From an optimization exercise on the open Yosys and OpenROAD flow, aimed at small area and a short achievable clock period; shortcuts taken in it are not production practice.
Only simulation tests tie the RTL to the original design; equivalence was not proved.
No activity file was given, so power comes from the tool's default toggle rates.

==> flow/design.v <==
`default_nettype none
package rvMemPkg;
    localparam int xlen = 64;
    localparam int maskWidth = xlen / 8;
    typedef logic [2:0] widthCode;
    localparam widthCode lb  = 3'b000;
    localparam widthCode lh  = 3'b001;
    localparam widthCode lw  = 3'b010;
    localparam widthCode ld  = 3'b011;
    localparam widthCode lbu = 3'b100;
    localparam widthCode lhu = 3'b101;
    localparam widthCode lwu = 3'b110;
    typedef union packed {
        logic [xlen-1:0] dword;
        logic [1:0][31:0] word;
        logic [3:0][15:0] half;
        logic [7:0][7:0] bytes;
    } memWord;
endpackage
`default_nettype wire
`default_nettype none
package platformPkg;
    localparam logic [63:0] mtimecmpAddr = 64'h0000_0000_0200_4000;
    localparam logic [63:0] mtimeAddr = 64'h0000_0000_0200_bff8;
    localparam logic [63:0] mtimecmpReset = '1;
endpackage
`default_nettype wire
`timescale 1ns/1ps
`default_nettype none
module accessControl (
    input  logic clk,
    input  logic arstN,
    input  logic reqValid,
    input  logic reqWrite,
    input  rvMemPkg::widthCode reqWidth,
    input  logic [rvMemPkg::xlen-1:0] reqAddr,
    input  logic [rvMemPkg::xlen-1:0] reqWdata,
    input  logic memStall,
    output logic busy,
    output logic done,
    output logic weMem,
    output logic reMem,
    output logic [rvMemPkg::xlen-1:0] heldAddr,
    output logic [rvMemPkg::xlen-1:0] heldWdata,
    output logic [rvMemPkg::maskWidth-1:0] heldMask,
    output logic [1:0] heldSize,
    output logic [2:0] loadBase,
    output logic [7:0] loadExtSel,
    output logic captureLoad,
    output logic timerRead,
    output logic timerReadMtime,             
    output logic timerReadMtimecmp,          
    output logic writeMtime,
    output logic writeMtimecmp,
    output logic acceptMtimecmpWrite,
    output logic [3:0] notLoadMtimecmp       
);
    logic accept;
    logic hitMtime;
    logic hitMtimecmp;
    logic isTimer;
    logic [rvMemPkg::xlen-1:0] fmtData;
    logic [rvMemPkg::maskWidth-1:0] fmtMask;
    logic atLeastHalf;
    logic atLeastWord;
    logic isDouble;
    logic [2:0] base;
    logic [2:0] top;
    logic signExt;
    logic [7:0] extSel;
    assign accept = reqValid && !busy;
    logic [2:0] notShared;
    logic notMtimecmpLow;
    logic notAcceptWrite;
    timerAddrMatch uMatch (
        .addr(reqAddr),
        .hitMtime(hitMtime),
        .hitMtimecmp(hitMtimecmp),
        .notShared(notShared),
        .notMtimecmpLow(notMtimecmpLow)
    );
    assign notAcceptWrite = !(reqValid && !busy && reqWrite);
    for (genvar j = 0; j < 4; j++) begin : gLoadCmp
        localparam int r = j % 3;
        cmpLoadGate uLoad (
            .notShared({notShared[(r+2)%3], notShared[(r+1)%3], notShared[r]}),
            .notLow(j < 2 ? notMtimecmpLow : notAcceptWrite),
            .notAccept(j < 2 ? notAcceptWrite : notMtimecmpLow),
            .notLoad(notLoadMtimecmp[j])
        );
    end
    assign isTimer = hitMtime || hitMtimecmp;
    assign acceptMtimecmpWrite = accept && reqWrite && hitMtimecmp;
    storeFormatter uStoreFormatter (
        .size(reqWidth[1:0]),
        .offset(reqAddr[2:0]),
        .wdata(reqWdata),
        .fmtData(fmtData),
        .fmtMask(fmtMask)
    );
    assign atLeastHalf = (reqWidth[1:0] != 2'd0);
    assign atLeastWord = reqWidth[1];
    assign isDouble = (reqWidth[1:0] == 2'd3);
    assign base = reqAddr[2:0] & ~{isDouble, atLeastWord, atLeastHalf};
    assign top = base | {1'b0, atLeastWord, atLeastHalf};
    assign signExt = !reqWidth[2] && !isDouble;
    for (genvar k = 0; k < 8; k++) begin : gExtSel
        assign extSel[k] = signExt && (top == 3'(k));
    end
    always_ff @(posedge clk) begin
        if (!busy) begin
            loadBase <= base;
            loadExtSel <= extSel;
            heldAddr <= reqAddr;
            heldWdata <= fmtData;
            heldMask <= fmtMask;
            heldSize <= reqWidth[1:0];
        end
    end
    always_ff @(posedge clk or negedge arstN) begin
        if (!arstN) begin
            busy <= 1'b0;
            done <= 1'b0;
            weMem <= 1'b0;
            reMem <= 1'b0;
            timerReadMtime <= 1'b0;
            timerReadMtimecmp <= 1'b0;
            writeMtime <= 1'b0;
            writeMtimecmp <= 1'b0;
        end else begin
            busy <= accept || (busy && !done);
            done <= ((weMem || reMem) && !memStall) || timerRead || writeMtime || writeMtimecmp;
            weMem <= (accept && reqWrite && !isTimer) || (weMem && memStall);
            reMem <= (accept && !reqWrite && !isTimer) || (reMem && memStall);
            timerReadMtime <= accept && !reqWrite && hitMtime;
            timerReadMtimecmp <= accept && !reqWrite && hitMtimecmp;
            writeMtime <= accept && reqWrite && hitMtime;
            writeMtimecmp <= acceptMtimecmpWrite;
        end
    end
    assign timerRead = timerReadMtime || timerReadMtimecmp;
    assign captureLoad = (reMem && !memStall) || timerRead;
endmodule
module timerAddrMatch (
    input  logic [63:0] addr,
    output logic hitMtime,
    output logic hitMtimecmp,
    output logic [2:0] notShared,
    output logic notMtimecmpLow
);
    localparam logic [63:0] mtimeAddr = platformPkg::mtimeAddr;
    localparam logic [63:0] mtimecmpAddr = platformPkg::mtimecmpAddr;
    logic [15:0] sharedHit;
    logic [3:0] mtimeLowHit;
    logic [3:0] mtimecmpLowHit;
    logic notMtimeLow;
    for (genvar k = 4; k < 16; k++) begin : gShared
        nibbleMatch #(.K(mtimeAddr[4*k +: 4])) uNibble (
            .a(addr[4*k +: 4]),
            .y(sharedHit[k])
        );
    end
    assign sharedHit[3:0] = '0;
    for (genvar k = 0; k < 4; k++) begin : gLow
        nibbleMatch #(.K(mtimeAddr[4*k +: 4])) uMtime (
            .a(addr[4*k +: 4]),
            .y(mtimeLowHit[k])
        );
        nibbleMatch #(.K(mtimecmpAddr[4*k +: 4])) uMtimecmp (
            .a(addr[4*k +: 4]),
            .y(mtimecmpLowHit[k])
        );
    end
    for (genvar j = 0; j < 3; j++) begin : gSharedAnd
        gateNand #(.N(4)) uAnd (.a(sharedHit[4*j+4 +: 4]), .y(notShared[j]));
    end
    gateNand #(.N(4)) uMtimeAnd (.a(mtimeLowHit), .y(notMtimeLow));
    gateNand #(.N(4)) uMtimecmpAnd (.a(mtimecmpLowHit), .y(notMtimecmpLow));
    gateNor #(.N(4)) uMtimeHit (.a({notShared, notMtimeLow}), .y(hitMtime));
    gateNor #(.N(4)) uMtimecmpHit (.a({notShared, notMtimecmpLow}), .y(hitMtimecmp));
endmodule
module cmpLoadGate (
    input  logic [2:0] notShared,
    input  logic notLow,
    input  logic notAccept,
    output logic notLoad
);
    logic sharedHigh;
    logic rest;
    gateNor #(.N(2)) uA (.a(notShared[1:0]), .y(sharedHigh));
    gateNor #(.N(3)) uB (.a({notShared[2], notLow, notAccept}), .y(rest));
    gateNand #(.N(2)) uY (.a({sharedHigh, rest}), .y(notLoad));
endmodule
module nibbleMatch #(
    parameter logic [3:0] K = 4'h0
) (
    input  logic [3:0] a,
    output logic y
);
    assign y = (a == K);
endmodule
`default_nettype wire
`timescale 1ns/1ps
`default_nettype none
module storeFormatter (
    input  logic [1:0] size,         
    input  logic [2:0] offset,
    input  logic [rvMemPkg::xlen-1:0] wdata,
    output logic [rvMemPkg::xlen-1:0] fmtData,
    output logic [rvMemPkg::maskWidth-1:0] fmtMask
);
    logic [7:0][3:0] pick;           
    storeSelects uSelects (
        .size(size),
        .offset(offset),
        .mask(fmtMask),
        .pick(pick)
    );
    storeLanes uLanes (
        .wdata(wdata),
        .pick(pick),
        .lanes(fmtData)
    );
endmodule
module storeSelects (
    input  logic [1:0] size,
    input  logic [2:0] offset,
    output logic [7:0] mask,
    output logic [7:0][3:0] pick
);
    logic isByte;
    logic isHalf;
    logic isWord;
    logic isDouble;
    sizeDecode uSize (
        .size(size),
        .isByte(isByte),
        .isHalf(isHalf),
        .isWord(isWord),
        .isDouble(isDouble)
    );
    always_comb begin
        for (int k = 0; k < 8; k++) begin
            mask[k] = isDouble ||
                      ((k[2] == offset[2]) &&
                       (isWord ||
                        ((k[1] == offset[1]) &&
                         (isHalf || (k[0] == offset[0])))));
        end
    end
    always_comb begin
        for (int k = 0; k < 8; k++) begin
            pick[k][0] = mask[k] && (k[2:0] & (isByte ? 3'd0 : isHalf ? 3'd1 : isWord ? 3'd3 : 3'd7)) == 3'd0;
            pick[k][1] = mask[k] && (k[2:0] & (isHalf ? 3'd1 : isWord ? 3'd3 : 3'd7)) == 3'd1 && !isDouble && !isByte && k != 1;
            pick[k][2] = mask[k] && isWord && k >= 6;
        end
        pick[0] = 4'b0001;
        for (int k = 1; k < 8; k++) begin
            pick[k][3] = !(pick[k][0] || pick[k][1] || pick[k][2]);
        end
    end
endmodule
module sizeDecode (
    input  logic [1:0] size,
    output logic isByte,
    output logic isHalf,
    output logic isWord,
    output logic isDouble
);
    assign isByte = (size == 2'd0);
    assign isHalf = (size == 2'd1);
    assign isWord = (size == 2'd2);
    assign isDouble = (size == 2'd3);
endmodule
module storeLanes (
    input  logic [63:0] wdata,
    input  logic [7:0][3:0] pick,
    output logic [63:0] lanes
);
    logic [7:0][7:0] b;
    logic [7:0][7:0] lane;
    assign b = wdata;
    assign lane[0] = b[0];
    for (genvar k = 1; k < 8; k++) begin : gLane
        logic [7:0] deep;
        if (k == 6) begin : gByte2
            assign deep = b[2];
        end else begin : gByte3
            assign deep = b[3];
        end
        assign lane[k] = ({8{pick[k][0]}} & b[0]) |
                         ({8{pick[k][1]}} & b[1]) |
                         ({8{pick[k][2]}} & deep) |
                         ({8{pick[k][3]}} & b[k]);
    end
    assign lanes = lane;
endmodule
`default_nettype wire
`timescale 1ns/1ps
`default_nettype none
module loadAligner (
    input  logic clk,
    input  logic arstN,
    input  logic [2:0] base,                 
    input  logic [1:0] size,
    input  logic [7:0] extSel,               
    input  logic captureLoad,
    input  logic timerReadMtime,
    input  logic timerReadMtimecmp,
    input  logic [rvMemPkg::xlen-1:0] rdataMem,
    input  logic [rvMemPkg::xlen-1:0] mtime,
    input  logic [rvMemPkg::xlen-1:0] mtimecmp,
    output logic [rvMemPkg::xlen-1:0] rdData
);
    logic [7:0][7:0] memBytes;
    logic [7:0][7:0] mtimeBytes;
    logic [7:0][7:0] mtimecmpBytes;
    logic [7:0][7:0] memLane;
    logic timerRead;
    logic [7:0][7:0] lane;
    logic atLeastHalf;
    logic atLeastWord;
    logic isDouble;
    logic [7:0] memTops;
    logic [7:0] mtimeTops;
    logic [7:0] mtimecmpTops;
    logic memExt;
    logic timerExt;
    logic ext;
    logic [7:0][7:0] res;
    assign memBytes = rdataMem;
    assign mtimeBytes = mtime;
    assign mtimecmpBytes = mtimecmp;
    assign timerRead = timerReadMtime || timerReadMtimecmp;
    assign atLeastHalf = (size != 2'd0);
    assign atLeastWord = size[1];
    assign isDouble = (size == 2'd3);
    for (genvar k = 0; k < 8; k++) begin : gTops
        assign memTops[k] = rdataMem[8*k+7];
        assign mtimeTops[k] = mtime[8*k+7];
        assign mtimecmpTops[k] = mtimecmp[8*k+7];
    end
    assign memExt = |(extSel & memTops);
    assign timerExt = (timerReadMtimecmp && |(extSel & mtimecmpTops)) ||
                      (timerReadMtime && |(extSel & mtimeTops));
    assign ext = timerExt || (!timerRead && memExt);
    assign memLane[0] = memBytes[base];
    assign memLane[1] = memBytes[{base[2:1], 1'b1}];
    assign memLane[2] = memBytes[{base[2], 2'b10}];
    assign memLane[3] = memBytes[{base[2], 2'b11}];
    assign memLane[7:4] = memBytes[7:4];
    for (genvar k = 0; k < 8; k++) begin : gLane
        assign lane[k] = ({8{timerReadMtime}} & mtimeBytes[k]) |
                         ({8{timerReadMtimecmp}} & mtimecmpBytes[k]) |
                         ({8{!timerRead}} & memLane[k]);
    end
    assign res[0] = lane[0];
    assign res[1] = atLeastHalf ? lane[1] : {8{ext}};
    assign res[2] = atLeastWord ? lane[2] : {8{ext}};
    assign res[3] = atLeastWord ? lane[3] : {8{ext}};
    assign res[4] = isDouble ? lane[4] : {8{ext}};
    assign res[5] = isDouble ? lane[5] : {8{ext}};
    assign res[6] = isDouble ? lane[6] : {8{ext}};
    assign res[7] = isDouble ? lane[7] : {8{ext}};
    always_ff @(posedge clk or negedge arstN) begin
        if (!arstN) begin
            rdData <= '0;
        end else if (captureLoad) begin
            rdData <= res;
        end
    end
endmodule
`default_nettype wire
`timescale 1ns/1ps
`default_nettype none
module mmioTimer #(
    parameter int unsigned TimerStep = 1
) (
    input  logic clk,
    input  logic arstN,
    input  logic [rvMemPkg::xlen-1:0] reqWdata,
    input  logic busy,
    input  logic reqAddrBit3,                
    input  logic [3:0] notLoadMtimecmp,      
    input  logic writeMtime,                 
    input  logic writeMtimecmp,              
    input  logic [rvMemPkg::xlen-1:0] heldWdata,
    output logic [rvMemPkg::xlen-1:0] mtime,
    output logic [rvMemPkg::xlen-1:0] mtimecmp,
    output logic timerIrq
);
    localparam int xlen = rvMemPkg::xlen;
    logic [xlen-1:0] mtimeInc;
    logic mtimeAllOnes;
    logic [xlen-1:0] mtimeNext;
    logic [xlen-1:0] mtimecmpNext;
    logic [xlen-1:0] other;
    logic [7:0] halfNotGt;
    logic [7:0] halfNotLt;
    logic [7:0] heldNotGt;
    logic [7:0] heldNotLt;
    logic dataGt;
    logic dataLt;
    logic mtimeWasAllOnes;
    logic notIncEqCmp;
    logic notEqCmp;
    logic irqRest;
    logic irqStep;
    logic irqNext;
    logic [3:0] notCarryIn;                  
    logic [4:1] onesBelowNext;
    for (genvar a = 1; a <= 4; a++) begin : gOnesBelow
        assign onesBelowNext[a] = writeMtime ? (&heldWdata[16*a-1:0]) :
                                  ((&mtime[16*a-1:1]) && !mtime[0]);
    end
    always_ff @(posedge clk or negedge arstN) begin
        if (!arstN) begin
            notCarryIn <= '1;
            mtimeAllOnes <= 1'b0;
        end else begin
            notCarryIn <= {~onesBelowNext[3:1], 1'b1};
            mtimeAllOnes <= onesBelowNext[4];
        end
    end
    timerIncrement uIncrement (
        .value(mtime),
        .notCarryIn(notCarryIn[3:1]),
        .inc(mtimeInc)
    );
    assign mtimeNext = writeMtime ? heldWdata :
                       ((TimerStep == 1) ? mtimeInc : mtime + xlen'(TimerStep));
    for (genvar j = 0; j < 4; j++) begin : gCmpNext
        assign mtimecmpNext[16*j +: 16] = notLoadMtimecmp[j] ? mtimecmp[16*j +: 16] : reqWdata[16*j +: 16];
    end
    assign other = reqAddrBit3 ? mtimecmp : mtime;
    compareFront uFront (
        .a(reqWdata),
        .b(other),
        .notGt(halfNotGt),
        .notLt(halfNotLt)
    );
    always_ff @(posedge clk) begin
        heldNotGt <= halfNotGt;
        heldNotLt <= halfNotLt;
        mtimeWasAllOnes <= mtimeAllOnes;
    end
    compareBack uBack (
        .notGtIn(heldNotGt),
        .notLtIn(heldNotLt),
        .gt(dataGt),
        .lt(dataLt)
    );
    incEqual uIncEqual (
        .value(mtime),
        .target(mtimecmp),
        .notIncEq(notIncEqCmp),
        .notEq(notEqCmp)
    );
    always_comb begin
        if (writeMtime) begin
            irqRest = !dataLt;
        end else if (writeMtimecmp) begin
            irqRest = !mtimeAllOnes && (!notEqCmp || (!mtimeWasAllOnes && !dataGt));
        end else begin
            irqRest = !mtimeAllOnes && timerIrq;
        end
    end
    irqJoin uJoin (
        .notIncEq(notIncEqCmp),
        .writeMtime(writeMtime),
        .rest(irqRest),
        .irq(irqStep)
    );
    assign irqNext = (TimerStep == 1) ? irqStep : (mtimeNext >= mtimecmp);
    always_ff @(posedge clk or negedge arstN) begin
        if (!arstN) begin
            mtime <= '0;
            mtimecmp <= platformPkg::mtimecmpReset;
            timerIrq <= 1'b0;
        end else begin
            mtime <= mtimeNext;
            mtimecmp <= mtimecmpNext;
            timerIrq <= irqNext;
        end
    end
endmodule
module timerIncrement (
    input  logic [63:0] value,
    input  logic [3:1] notCarryIn,           
    output logic [63:0] inc
);
    logic [3:0][3:0][3:0] notRun;
    logic [3:0][3:0] notBlocks;
    logic [63:0] carry;
    for (genvar a = 0; a < 4; a++) begin : gGroup
        for (genvar b = 0; b < 4; b++) begin : gBlock
            gateNand #(.N(1)) uRun0 (.a(value[16*a+4*b]), .y(notRun[a][b][0]));
            for (genvar c = 1; c < 4; c++) begin : gRun
                gateNand #(.N(c + 1)) uRun (
                    .a(value[16*a+4*b +: c + 1]),
                    .y(notRun[a][b][c])
                );
            end
        end
        assign notBlocks[a][0] = 1'b0;
        assign notBlocks[a][1] = notRun[a][0][3];
        gateOr #(.N(2)) uBlocks2 (
            .a({notRun[a][1][3], notRun[a][0][3]}),
            .y(notBlocks[a][2])
        );
        gateOr #(.N(3)) uBlocks3 (
            .a({notRun[a][2][3], notRun[a][1][3], notRun[a][0][3]}),
            .y(notBlocks[a][3])
        );
    end
    assign carry[0] = 1'b1;
    for (genvar i = 0; i < 63; i++) begin : gCarry
        localparam int j = i + 1;            
        localparam int a = i / 16;
        localparam int b = (i / 4) % 4;
        localparam int c = i % 4;
        if (j % 16 == 0) begin : gGroupStart
            gateNor #(.N(1)) uCarry (.a(notCarryIn[j/16]), .y(carry[j]));
        end else if (a == 0 && b == 0) begin : gRunOnly
            gateNor #(.N(1)) uCarry (.a(notRun[a][b][c]), .y(carry[j]));
        end else if (a == 0) begin : gBlocksRun
            gateNor #(.N(2)) uCarry (
                .a({notBlocks[a][b], notRun[a][b][c]}),
                .y(carry[j])
            );
        end else if (b == 0) begin : gGroupsRun
            gateNor #(.N(2)) uCarry (
                .a({notCarryIn[a], notRun[a][b][c]}),
                .y(carry[j])
            );
        end else begin : gAll
            gateNor #(.N(3)) uCarry (
                .a({notCarryIn[a], notBlocks[a][b], notRun[a][b][c]}),
                .y(carry[j])
            );
        end
    end
    assign inc = value ^ carry;
endmodule
module compareFront (
    input  logic [63:0] a,
    input  logic [63:0] b,
    output logic [7:0] notGt,
    output logic [7:0] notLt
);
    logic [63:0] g0;
    logic [63:0] l0;
    logic [31:0] g1;
    logic [31:0] l1;
    logic [15:0] g2;
    logic [15:0] l2;
    assign g0 = a & ~b;
    assign l0 = ~a & b;
    for (genvar i = 0; i < 32; i++) begin : gL1
        compareNodePos uNode (
            .gtHigh(g0[2*i+1]), .ltHigh(l0[2*i+1]),
            .gtLow(g0[2*i]), .ltLow(l0[2*i]),
            .notGt(g1[i]), .notLt(l1[i])
        );
    end
    for (genvar i = 0; i < 16; i++) begin : gL2
        compareNodeNeg uNode (
            .notGtHigh(g1[2*i+1]), .notLtHigh(l1[2*i+1]),
            .notGtLow(g1[2*i]), .notLtLow(l1[2*i]),
            .gt(g2[i]), .lt(l2[i])
        );
    end
    for (genvar i = 0; i < 8; i++) begin : gL3
        compareNodePos uNode (
            .gtHigh(g2[2*i+1]), .ltHigh(l2[2*i+1]),
            .gtLow(g2[2*i]), .ltLow(l2[2*i]),
            .notGt(notGt[i]), .notLt(notLt[i])
        );
    end
endmodule
module compareBack (
    input  logic [7:0] notGtIn,
    input  logic [7:0] notLtIn,
    output logic gt,
    output logic lt
);
    logic [3:0] g4;
    logic [3:0] l4;
    logic [1:0] g5;
    logic [1:0] l5;
    for (genvar i = 0; i < 4; i++) begin : gL4
        compareNodeNeg uNode (
            .notGtHigh(notGtIn[2*i+1]), .notLtHigh(notLtIn[2*i+1]),
            .notGtLow(notGtIn[2*i]), .notLtLow(notLtIn[2*i]),
            .gt(g4[i]), .lt(l4[i])
        );
    end
    for (genvar i = 0; i < 2; i++) begin : gL5
        compareNodePos uNode (
            .gtHigh(g4[2*i+1]), .ltHigh(l4[2*i+1]),
            .gtLow(g4[2*i]), .ltLow(l4[2*i]),
            .notGt(g5[i]), .notLt(l5[i])
        );
    end
    compareNodeNeg uTop (
        .notGtHigh(g5[1]), .notLtHigh(l5[1]),
        .notGtLow(g5[0]), .notLtLow(l5[0]),
        .gt(gt), .lt(lt)
    );
endmodule
module compareNodePos (
    input  logic gtHigh,
    input  logic ltHigh,
    input  logic gtLow,
    input  logic ltLow,
    output logic notGt,
    output logic notLt
);
    assign notGt = !((gtHigh || gtLow) && !ltHigh);
    assign notLt = !((ltHigh || ltLow) && !gtHigh);
endmodule
module compareNodeNeg (
    input  logic notGtHigh,
    input  logic notLtHigh,
    input  logic notGtLow,
    input  logic notLtLow,
    output logic gt,
    output logic lt
);
    assign gt = !((notGtHigh && notGtLow) || !notLtHigh);
    assign lt = !((notLtHigh && notLtLow) || !notGtHigh);
endmodule
module incEqual (
    input  logic [63:0] value,
    input  logic [63:0] target,
    output logic notIncEq,
    output logic notEq
);
    logic [63:0] diff;
    logic [63:0] below;
    xorVector #(.N(64)) uDiff (
        .a(value),
        .b(target),
        .y(diff)
    );
    assign below = value & diff;
    incEqualTree uTree (
        .below(below),
        .diff(diff),
        .notIncEq(notIncEq),
        .notEq(notEq)
    );
endmodule
module incEqualTree (
    input  logic [63:0] below,
    input  logic [63:0] diff,
    output logic notIncEq,
    output logic notEq
);
    logic [63:0] ok;
    logic [15:0] okA;
    logic [7:0] okB;
    logic [3:0] okC;
    logic [1:0] okD;
    logic [31:0] sameA;
    logic [7:0] sameB;
    logic [3:0] sameC;
    for (genvar i = 0; i < 63; i++) begin : gStep
        assign ok[i] = (diff[i+1] == below[i]);
    end
    assign ok[63] = diff[0];
    for (genvar i = 0; i < 16; i++) begin : gOkA
        gateNand #(.N(4)) uGate (.a(ok[4*i +: 4]), .y(okA[i]));
    end
    for (genvar i = 0; i < 8; i++) begin : gOkB
        gateNor #(.N(2)) uGate (.a(okA[2*i +: 2]), .y(okB[i]));
    end
    for (genvar i = 0; i < 4; i++) begin : gOkC
        gateNand #(.N(2)) uGate (.a(okB[2*i +: 2]), .y(okC[i]));
    end
    for (genvar i = 0; i < 2; i++) begin : gOkD
        gateNor #(.N(2)) uGate (.a(okC[2*i +: 2]), .y(okD[i]));
    end
    gateNand #(.N(2)) uOk (.a(okD), .y(notIncEq));
    for (genvar i = 0; i < 32; i++) begin : gSameA
        gateNor #(.N(2)) uGate (.a(diff[2*i +: 2]), .y(sameA[i]));
    end
    for (genvar i = 0; i < 8; i++) begin : gSameB
        gateNand #(.N(4)) uGate (.a(sameA[4*i +: 4]), .y(sameB[i]));
    end
    for (genvar i = 0; i < 4; i++) begin : gSameC
        gateNor #(.N(2)) uGate (.a(sameB[2*i +: 2]), .y(sameC[i]));
    end
    gateNand #(.N(4)) uSame (.a(sameC), .y(notEq));
endmodule
module andNotVector #(
    parameter int N = 64
) (
    input  logic [N-1:0] a,
    input  logic [N-1:0] b,
    output logic [N-1:0] y
);
    assign y = a & ~b;
endmodule
module xorVector #(
    parameter int N = 64
) (
    input  logic [N-1:0] a,
    input  logic [N-1:0] b,
    output logic [N-1:0] y
);
    assign y = a ^ b;
endmodule
module irqJoin (
    input  logic notIncEq,
    input  logic writeMtime,
    input  logic rest,
    output logic irq
);
    assign irq = !(notIncEq || writeMtime) || rest;
endmodule
module gateNand #(
    parameter int N = 2
) (
    input  logic [N-1:0] a,
    output logic y
);
    assign y = !(&a);
endmodule
module gateNor #(
    parameter int N = 2
) (
    input  logic [N-1:0] a,
    output logic y
);
    assign y = !(|a);
endmodule
module gateOr #(
    parameter int N = 2
) (
    input  logic [N-1:0] a,
    output logic y
);
    assign y = |a;
endmodule
module gateAnd #(
    parameter int N = 2
) (
    input  logic [N-1:0] a,
    output logic y
);
    assign y = &a;
endmodule
`default_nettype wire
`timescale 1ns/1ps
`default_nettype none
module loadStoreUnit #(
    parameter int unsigned TimerStep = 1
) (
    input  logic clk,
    input  logic arstN,
    input  logic reqValid,
    input  logic reqWrite,
    input  rvMemPkg::widthCode reqWidth,
    input  logic [rvMemPkg::xlen-1:0] reqAddr,
    input  logic [rvMemPkg::xlen-1:0] reqWdata,
    input  logic [rvMemPkg::xlen-1:0] rdataMem,
    input  logic memStall,
    output logic busy,
    output logic done,
    output logic [rvMemPkg::xlen-1:0] rdData,
    output logic [rvMemPkg::xlen-1:0] address,
    output logic weMem,
    output logic reMem,
    output logic [rvMemPkg::xlen-1:0] wdataMem,
    output logic [rvMemPkg::maskWidth-1:0] wmaskMem,
    output logic timerIrq
);
    logic [rvMemPkg::xlen-1:0] heldAddr;
    logic [rvMemPkg::xlen-1:0] heldWdata;
    logic [rvMemPkg::maskWidth-1:0] heldMask;
    logic [1:0] heldSize;
    logic [2:0] loadBase;
    logic [7:0] loadExtSel;
    logic captureLoad;
    logic timerRead;
    logic timerReadMtime;
    logic timerReadMtimecmp;
    logic writeMtime;
    logic writeMtimecmp;
    logic acceptMtimecmpWrite;
    logic [3:0] notLoadMtimecmp;
    logic [rvMemPkg::xlen-1:0] mtime;
    logic [rvMemPkg::xlen-1:0] mtimecmp;
    accessControl uAccessControl (
        .clk(clk),
        .arstN(arstN),
        .reqValid(reqValid),
        .reqWrite(reqWrite),
        .reqWidth(reqWidth),
        .reqAddr(reqAddr),
        .reqWdata(reqWdata),
        .memStall(memStall),
        .busy(busy),
        .done(done),
        .weMem(weMem),
        .reMem(reMem),
        .heldAddr(heldAddr),
        .heldWdata(heldWdata),
        .heldMask(heldMask),
        .heldSize(heldSize),
        .loadBase(loadBase),
        .loadExtSel(loadExtSel),
        .captureLoad(captureLoad),
        .timerRead(timerRead),
        .timerReadMtime(timerReadMtime),
        .timerReadMtimecmp(timerReadMtimecmp),
        .writeMtime(writeMtime),
        .writeMtimecmp(writeMtimecmp),
        .acceptMtimecmpWrite(acceptMtimecmpWrite),
        .notLoadMtimecmp(notLoadMtimecmp)
    );
    loadAligner uLoadAligner (
        .clk(clk),
        .arstN(arstN),
        .base(loadBase),
        .size(heldSize),
        .extSel(loadExtSel),
        .captureLoad(captureLoad),
        .timerReadMtime(timerReadMtime),
        .timerReadMtimecmp(timerReadMtimecmp),
        .rdataMem(rdataMem),
        .mtime(mtime),
        .mtimecmp(mtimecmp),
        .rdData(rdData)
    );
    mmioTimer #(
        .TimerStep(TimerStep)
    ) uMmioTimer (
        .clk(clk),
        .arstN(arstN),
        .reqWdata(reqWdata),
        .busy(busy),
        .reqAddrBit3(reqAddr[3]),
        .notLoadMtimecmp(notLoadMtimecmp),
        .writeMtime(writeMtime),
        .writeMtimecmp(writeMtimecmp),
        .heldWdata(heldWdata),
        .mtime(mtime),
        .mtimecmp(mtimecmp),
        .timerIrq(timerIrq)
    );
    assign address = heldAddr;
    assign wdataMem = heldWdata;
    assign wmaskMem = heldMask;
endmodule
`default_nettype wire
==> flow/flow/run.sh <==
#!/bin/bash
# The standard layout, with plain buffers on the ports instead of the
# delay cells buffer_ports picks by default. Every port still gets a buffer.
set -euo pipefail
export BUFFER_PORTS_ARGS="-buffer_cell sky130_fd_sc_hd__buf_1"
bash standard.sh > standard.log 2>&1
==> flow/standard.sh <==
#!/bin/bash
# synth_recipe.tcl (not shown) runs the flow's synth.tcl, then flattens the netlist and writes it again
# the make line also repeats each setting of config.mk as NAME=value (left out here)
make -C /OpenROAD-flow-scripts/flow DESIGN_CONFIG=/design/flow/config.mk WORK_HOME=/design/flow/orfs CLKGATE_MAP_FILE= SYNTH_SCRIPT=/design/flow/synth_recipe.tcl "${@:-finish}"
==> flow/config.mk <==
export PLATFORM = sky130hd
export DESIGN_NAME = loadStoreUnit
export DESIGN_NICKNAME = loadStoreUnit
export VERILOG_FILES = /design/flow/design.v
export SDC_FILE = /design/flow/constraint.sdc
export NUM_CORES = 4
export LEC_CHECK = 0
export CAP_MARGIN = 20
export CORE_MARGIN = 2
export CORE_UTILIZATION = 50
export CTS_BUF_LIST = sky130_fd_sc_hd__clkbuf_8
export CTS_CLUSTER_DIAMETER = 70
export CTS_CLUSTER_SIZE = 12
export PLACE_DENSITY = 0.7
export SETUP_SLACK_MARGIN = 1.8
export SLEW_MARGIN = 20
export SYNTH_HIERARCHICAL = 1
==> flow/constraint.sdc <==
create_clock -name core_clock -period 4.1 [get_ports {clk}]
set_input_delay 0.8200 -clock core_clock [delete_from_list [all_inputs] [get_ports {clk}]]
set_output_delay 0.8200 -clock core_clock [all_outputs]
set_load 0.01 [all_outputs]
==> results of run 1 <==
==> state kept, by name (all words and copies together), names as in the netlist, 2 cells and up <==
| signal | count |
|---|---|
| uAccessControl.heldSize | 2 |
| uMmioTimer.mtimecmp | 64 |
| uMmioTimer.heldNotGt | 8 |
| uAccessControl.heldWdata | 64 |
| uAccessControl.heldAddr | 64 |
| uAccessControl.loadBase | 3 |
| uMmioTimer.mtime | 64 |
| uAccessControl.heldMask | 8 |
| uMmioTimer.heldNotLt | 8 |
| uMmioTimer.notCarryIn | 3 |
| uAccessControl.loadExtSel | 8 |
| uLoadAligner.rdData | 64 |
==> metrics by stage <==
stage	worst slack [ns]	utilization [%]	total power [mW]
floorplan	1.08	-	6.72
global placement	0.975	54.9	7.98
global route	1.66	57.2	10.9
finish	1.77	57.2	10.4
detailed placement	0.884	55.0	8.04
CTS	1.80	56.8	10.5
==> path summary, 6_finish.rpt <==
check	start	to	slack, ns	depth (start not counted)
worst max-delay path	uMmioTimer.mtime[15]	uMmioTimer.timerIrq	1.77	10
worst min-delay path	arstN	uLoadAligner.rdData[4]	0.36	1
worst max register to register	uMmioTimer.mtime[15]	uMmioTimer.timerIrq	1.77	10
worst min register to register	uMmioTimer.mtimeAllOnes	uMmioTimer.mtimeWasAllOnes	0.38	0
max in group asynchronous	arstN	uMmioTimer.mtimecmp[48]	2.79	2
min in group core_clock	uMmioTimer.mtimeAllOnes	uMmioTimer.mtimeWasAllOnes	0.38	0
==> timing repair <==
action | 4_1_cts | 5_1_grt
setup buffers | 2 | 14
pin swaps | 1 | 4
setup endpoints to repair | 168 | 163
endpoints found under the hold margin | 0 | 0
resized for setup | 15 | 15
==> layer usage <==
metal  part of all wire (%)  track usage, %  up-vias
met5                  0.013               0        -
met2                     46            53.5     1113
met3                    9.4            6.72      205
met1                     40            44.5     9573
li1                       -               -     8425
met4                    4.8            15.3        2
==> final cells by class <==
| cell class | count | area, µm² |
|---|---|---|
| tap | 600 | 751 |
| inverter | 34 | 131 |
| fill | 4007 | 19500 |
| clock inverter | 30 | 159 |
| antenna | 2 | 5.00 |
| clock buffer | 42 | 578 |
| sequential | 371 | 10000 |
| multi-input combinational | 1565 | 12300 |
| timing repair buffer | 458 | 2050 |
==> power by group <==
| part | switching [mW] | internal [mW] |
|---|---|---|
| Sequential | 0.576 | 4.78 |
| Clock | 1.43 | 1.03 |
| Combinational | 1.77 | 0.876 |
==> impl.org, run 1 <==
** Layout
- Nets@finish :: 2,669
- The top cell types in the final layout, fill and taps aside, are buf_1 (399), mux2_2 (198), a22oi_1 (157), edfxtp_1 (149), nor2_1 (145).
- In the final layout, the share of cells above drive strength 1 is 26.2%.
- Leaving out fill and tap cells, the most frequent cell in the layout is buf_1.
- Area overhead of the layout relative to synthesis :: 12.7%
- The finished cells cover 26,000 µm².
- Non-Filler Instances :: 3,102

** Global route
- Antenna violations before repair :: 3
- Wire length of the first global-routing pass :: 119 mm
- Gr ovfl total :: 0
- The via count of the first global-routing pass is 18,700.
- Total Routing Usage GR :: 33.7%
- Maximum number of pins on one net before global-route repair :: 116

** Clock network
- H-tree Lvls :: 2
- CTS saw 371 sinks.
- Clock slew at reported path FFs :: 0.09 ns
- The cell sitting at the root of the clock tree is a clkbuf_8.
- TritonCTS built the clock tree.
- Number of buffers added by the clock tree synthesis step :: 39
- Clock latency on the worst-skew pair, taken at its later pin, is 0.64 ns.
- Clock Tree Buf Depth :: 3
- Count of hold buffers inserted by post-cts repair :: 0

** Route
- For this run, the detailed router's first-pass iteration total came to 7.
- For this run, design rule violations remaining after detail routing come to 0.
- In this run, the number of DRC markers left after iteration 0 of detailed routing was 2,370.
- Total via count after detailed routing :: 19,300
- After detailed routing, the total wire length is 82.3 mm.
- Avg WL per Cell :: 26.5 µm
- Residual antenna-violating net count after detailed routing :: 0
- Ratio of routed vias to standard cells :: 6.23

** Timing
- Worst-margin pin slew :: 1.13 ns
- Setup violations remaining at the end of the flow were counted as 0.
- Final period utilization :: 56.8%
- Post-layout min period :: 2.33 ns
- On the final layout, the worst hold slack is 0.363 ns.
- On the final layout, the worst clock skew is 0.0252 ns.
- Setup TNS :: 0 ns
- RSZ-0062 raised after global routing :: true
- Slew Viols, Final :: 0
- Fmax :: 430 MHz
- The hold violation count in the final report was 0.
- Relative slew margins :: 24.7%

** Critical path
- Chain of cells forming the critical path :: xor2_1 -> nor2_1 -> nand4_1 -> nor2_1 -> nand4_1 -> o211ai_1 -> o21ai_0 -> or3_1 -> o21ai_0 -> o21bai_1
- Along the worst path, the maximum fanout reaches 7.
- Worst path top cell family by delay :: simple AND/OR/NAND/NOR gates
- Category of the critical setup timing path :: flop to flop
- The worst setup path is captured at a flop.
- WP buf/inv :: 0
- Maximum single-stage delay on the critical path :: 0.65 ns
- At the worst endpoint, the required time is 4.67 ns.
- STA classifies the critical path startpoint as a flop.
- The largest individual stage delay along the critical path comes from the cell dfrtp_1.
- Data on the critical path arrives at its endpoint at 2.89 ns.

** Min path
- The tightest min-delay check is of the input port to async pin type.

** Floorplanning
- Top Ports :: 405
- Die extent in y :: 219 µm
- The floorplan step set the die width to 219 µm.
- For this configuration, the core starts out at a cell density of 50.7%.
- Die area :: 47,800 µm²
- Row count :: 78
- Total core area :: 45,500 µm²

** Power
- Leakage power figure :: 10.6 nW
- For this design the ratio of total power to cell area is 402 nW/µm².
- The worst-case IR drop observed on VDD is 0.415 mV.

** Yosys
- Number of instances in the synthesized netlist :: 2,078
- Synth warnings :: 10
- Mapped cell area :: 23,100 µm²
- The average instance in the mapped netlist occupies 11.1 µm².

** Placed design
- After legalization and detailed placement, the total HPWL measured 61.1 mm.
- Routability cong. :: 0.995
- Buffers placed on the I/O ports in this run total 404.
- After detailed placement, the total cell area comes to 25,000 µm².
- Post-Place Cells :: 3,011

** Run
- Max-capacitance violation count :: 0

** Status
- The run finished with no timing, DRC or antenna violations.
==> inputs of run 2 (changes only) <==
--- a/flow/config.mk
+++ b/flow/config.mk
@@ -8,9 +8,8 @@
 export CAP_MARGIN = 20
 export CORE_MARGIN = 2
-export CORE_UTILIZATION = 50
+export CORE_UTILIZATION = 55
 export CTS_BUF_LIST = sky130_fd_sc_hd__clkbuf_8
 export CTS_CLUSTER_DIAMETER = 70
 export CTS_CLUSTER_SIZE = 12
-export PLACE_DENSITY = 0.7
 export SETUP_SLACK_MARGIN = 1.8
 export SLEW_MARGIN = 20
==> impl.org, run 2 <==
** Yosys
- The combined area of all synthesized cells is 23,100 µm² (unchanged).
- Synth warnings :: 10 (unchanged)
- The synthesized instance count was 2,078 (unchanged).
- The average cell area after synthesis is 11.1 µm² (unchanged).

** Placed design
- The post-DP HPWL came to 59.2 mm (-3.2%).
- The placed cell count is 2,954 (-1.9%).
- Routability cong. :: 1.02 (+2.9%)
- Count of input and output buffers :: 404 (unchanged)
- The worst slack after detailed placement is 0.769 ns (-0.115 ns).
- The placed instance area came to 24,900 µm² (-0.29%).

** Timing
- Worst-margin pin slew :: 1.02 ns (-0.113 ns)
- Final period utilization :: 53.5% (-3.2 points)
- The headroom to the max-slew limit came to 32.2% (+7.5 points).
- Setup slack after layout :: 1.90 ns (+0.131 ns)
- The hold violation count in the final report is 0 (unchanged).
- Setup TNS :: 0 ns (unchanged)
- The number of setup violations in the final report came to 0 (unchanged).
- Fmax :: 455 MHz (+6.0%)
- The time the final worst path needs with I/O delays and setup came to 2.20 ns (-0.131 ns).
- Clock skew after layout :: 0.0337 ns (+0.00844 ns)
- The final max-slew violation count is 0 (unchanged).
- RSZ-0062 raised after global routing :: false

** Power
- Power per standard cell area :: 404 nW/µm² (+0.44%)
- The part of the total power dissipated in the clock network came to 24.0% (+0.5 points).
- The internal power component is 6.76 mW (+1.3%).
- Net switching fraction of the power :: 35.7% (-0.42 points)
- The combinational fraction of design power came to 24.9% (-0.4 points).
- Maximum vdd ir drop :: 0.765 mV (+84%)
- The total net switching power was 3.75 mW (-0.52%).
- The share of total power in sequential cells came to 51.0% (-0.2 points).
- The leakage component of the power was 10.5 nW (-0.14%).

** Floorplanning
- The core footprint came to 41,700 µm² (-8.4%).
- Top Ports :: 405 (unchanged)
- Initial Utilization :: 55.3% (+4.6 points)
- The number of rows created at floorplan is 75 (-3.8%).
- The chip width is 209 µm (-4.6%).
- The height of the die came to 209 µm (-4.6%).
- Die area :: 43,600 µm² (-8.9%)

** Clock network
- The H-tree depth is 2 (unchanged).
- The tree is rooted in a clkbuf_8.
- Insertion delay to the later sink of the worst-skew pair :: 0.64 ns (about the same)
- The CTS sink count was 371 (unchanged).
- Number of buffers added by the clock tree synthesis step :: 39 (unchanged)
- Clock slew at reported path FFs :: 0.08 ns (about the same)
- TritonCTS built the clock tree.
- Clock Tree Buf Depth :: 3 (unchanged)

** Route
- Remaining design rule violation count :: 0 (unchanged)
- The violation count after the first detailed-route iteration was 2,199 (-7.2%).
- The vias after detailed routing came to 19,300 (-0.30%).
- The sum of routed wire length over all layers is 81.4 mm (-1.2%).
- The wire length per cell was 26.7 µm (+0.50%).
- The number of vias per cell came to 6.31 (+1.4%).
- The antenna violation net count after detailed routing was 0 (unchanged).
- The first-pass iteration count of the detailed router came to 10 (+3).

** Critical path
- Category of the critical setup timing path :: flop to flop
- Startpoint of the worst register-to-register path :: uMmioTimer.mtime[18]
- Reg2Reg Capture Point :: uMmioTimer.mtime[31]
- Slowest cell on the critical path :: or3_1
- The required time reported for the critical path endpoint is 4.61 ns (-0.06 ns).
- The arrival time at the worst endpoint came to 2.71 ns (-0.18 ns).
- The maximum fanout along the worst path came to 8 (+1).
- The largest stage delay on the critical path was 0.58 ns (-0.07 ns).
- In this run the worst setup path begins at uMmioTimer.mtime[18].
- Slack of the worst reg-to-reg path :: 1.90 ns (+0.13 ns)
- The worst-case reg-to-reg path depth came to 5 (-5).
- Chain of cells forming the critical path :: nand4_1 -> or3_1 -> nor3_2 -> xor2_1 -> mux2_2
- STA classifies the critical path startpoint as a flop.
- Type of destination of the critical path :: flop

** Layout
- Leaving out fill and tap cells, the most frequent cell in the layout is buf_1.
- Nets@finish :: 2,680 (+0.41%)
- Area overhead of the layout relative to synthesis :: 13.0%
- The fraction of final layout cells with drive strength greater than 1 came to 27.6% (+1.4 points).
- Fillcell total :: 3,503 (-13%)
- Non-Filler Instances :: 3,051 (-1.6%)
- The top cell types in the final layout, fill and taps aside, are buf_1 (400), mux2_2 (198), a22oi_1 (157), edfxtp_1 (149), nor2_1 (141).
- The design area came to 26,000 µm² (+0.20%).

** Global route
- The via count of the first global-routing pass is 18,200 (-2.9%).
- The residual overflow from global routing was 0 (unchanged).
- The number of antenna violations at the first check in global routing was 2 (-1).
- Maximum number of pins on one net before global-route repair :: 127 (+9.5%)
- The total global routing track utilization was 36.1% (+2.4 points).
- The wire length of the first global-routing pass was 117 mm (-1.5%).

** Status
- The run finished with no timing, DRC or antenna violations.

** Run
- Max-capacitance violation count :: 0 (unchanged)

** Min path
- HP Class :: input port to async pin
[run 2: power groups by stage]
stage	Sequential [mW]	Combinational, mW	Clock, mW
after global routing	5.42	2.81	2.71
after global placement	5.42	2.53	0
final	5.36	2.62	2.53
after floorplan	5.54	1.18	0
after detailed placement	5.43	2.56	0
after CTS	5.37	2.57	2.58
[run 2: worst max path at each step]
stage | end | slack [ns] | depth (start not counted)
detailed placement | uAccessControl.heldWdata[21] | 0.77 | 7
floorplan | uAccessControl.heldAddr[0] | 1.08 | 1
global placement | uAccessControl.heldWdata[23] | 0.89 | 7
global route | uMmioTimer.timerIrq | 1.79 | 10
CTS | uAccessControl.heldWdata[21] | 1.80 | 7
finish | uMmioTimer.mtime[31] | 1.90 | 5
[run 2: worst max-delay path, delay by kind of cell (launching register included)]
family | cells | cell delay, ns
flops | 1 | 0.51
simple gates | 3 | 1.19
xor+xnor | 1 | 0.09
mux | 1 | 0.28
[run 2: metrics by stage]
| stage | hold slack (ns) | utilization (%) | total power, mW |
|---|---|---|---|
| 6_report | 0.249 | 62.5 | 10.5 |
| 3_5_place_dp | 0.353 | 59.8 | 7.99 |
| 4_1_cts | 0.246 | 61.8 | 10.5 |
| 2_1_floorplan | 0.341 | - | 6.72 |
| 5_1_grt | 0.281 | 62.5 | 10.9 |
| 3_3_place_gp | 0.352 | 59.8 | 7.95 |
[run 2: layout make-up]
| cell class | count | area [µm²] | area share, % |
|---|---|---|---|
| clock inverters | 28 | 173 | 0.663 |
| multi-input cells | 1565 | 12300 | 47.2 |
| inverters | 34 | 131 | 0.504 |
| clock buffers | 43 | 592 | 2.27 |
| diodes | 2 | 5.00 | 0.0192 |
| repair buffers | 469 | 2100 | 8.06 |
| well taps | 539 | 674 | 2.59 |
| flip-flops and latches | 371 | 10100 | 38.7 |
[run 2: timing repair]
action | 4_1_cts | 5_1_grt
endpoints found under the hold margin | 0 | 0
hold buffers | 0 | 0
pin swaps | 0 | 7
setup buffers | 0 | 24
resized for setup | 17 | 40
cloned | 0 | 0
endpoints found under the setup margin | 148 | 116
[run 2: routing by layer]
layer  vias up  wire length (µm)  GRT usage [%]
met5         -                 0              0
met4         0              3920           16.3
met3       209              7420           6.94
met2      1142             37000           56.7
met1      9475             33100           48.6
li1       8435                 -              -

==> afterwards: timing with drivers on the ports <==
In the flow no input, the clock included, has a driving cell. The finished layouts below were timed again as built, in two steps.
Step 1 sets driving cells, clkbuf_16 on the clock port and buf_2 on the other inputs (assumed; they add their load-dependent delay and slew).
Step 2 adds t to the input delays and takes it off the output delays; t is the mean of the earliest and latest rising clock arrival at the registers after step 1. Input paths then give back, and output paths get back, about the clock's delay inside the block.
Slacks: ideal ports / drivers / drivers and shift; pairs: ideal ports / drivers.
run	shift t [ns]	setup slack, ns	worst hold slack (ns)	clock arrival spread, ns	pins driven straight from the clock port
run 1	0.688	1.773 / 1.773 / 1.149	0.363 / 0.335 / 0.379	0.028 / 0.028	1
run 2	0.679	1.905 / 1.884 / 1.246	0.249 / 0.227 / 0.369	0.034 / 0.034	1
After both steps every run listed still meets setup and hold. The setup slack of run 2, which loses most, moves by -0.021 ns with the drivers and by -0.659 ns with both steps.
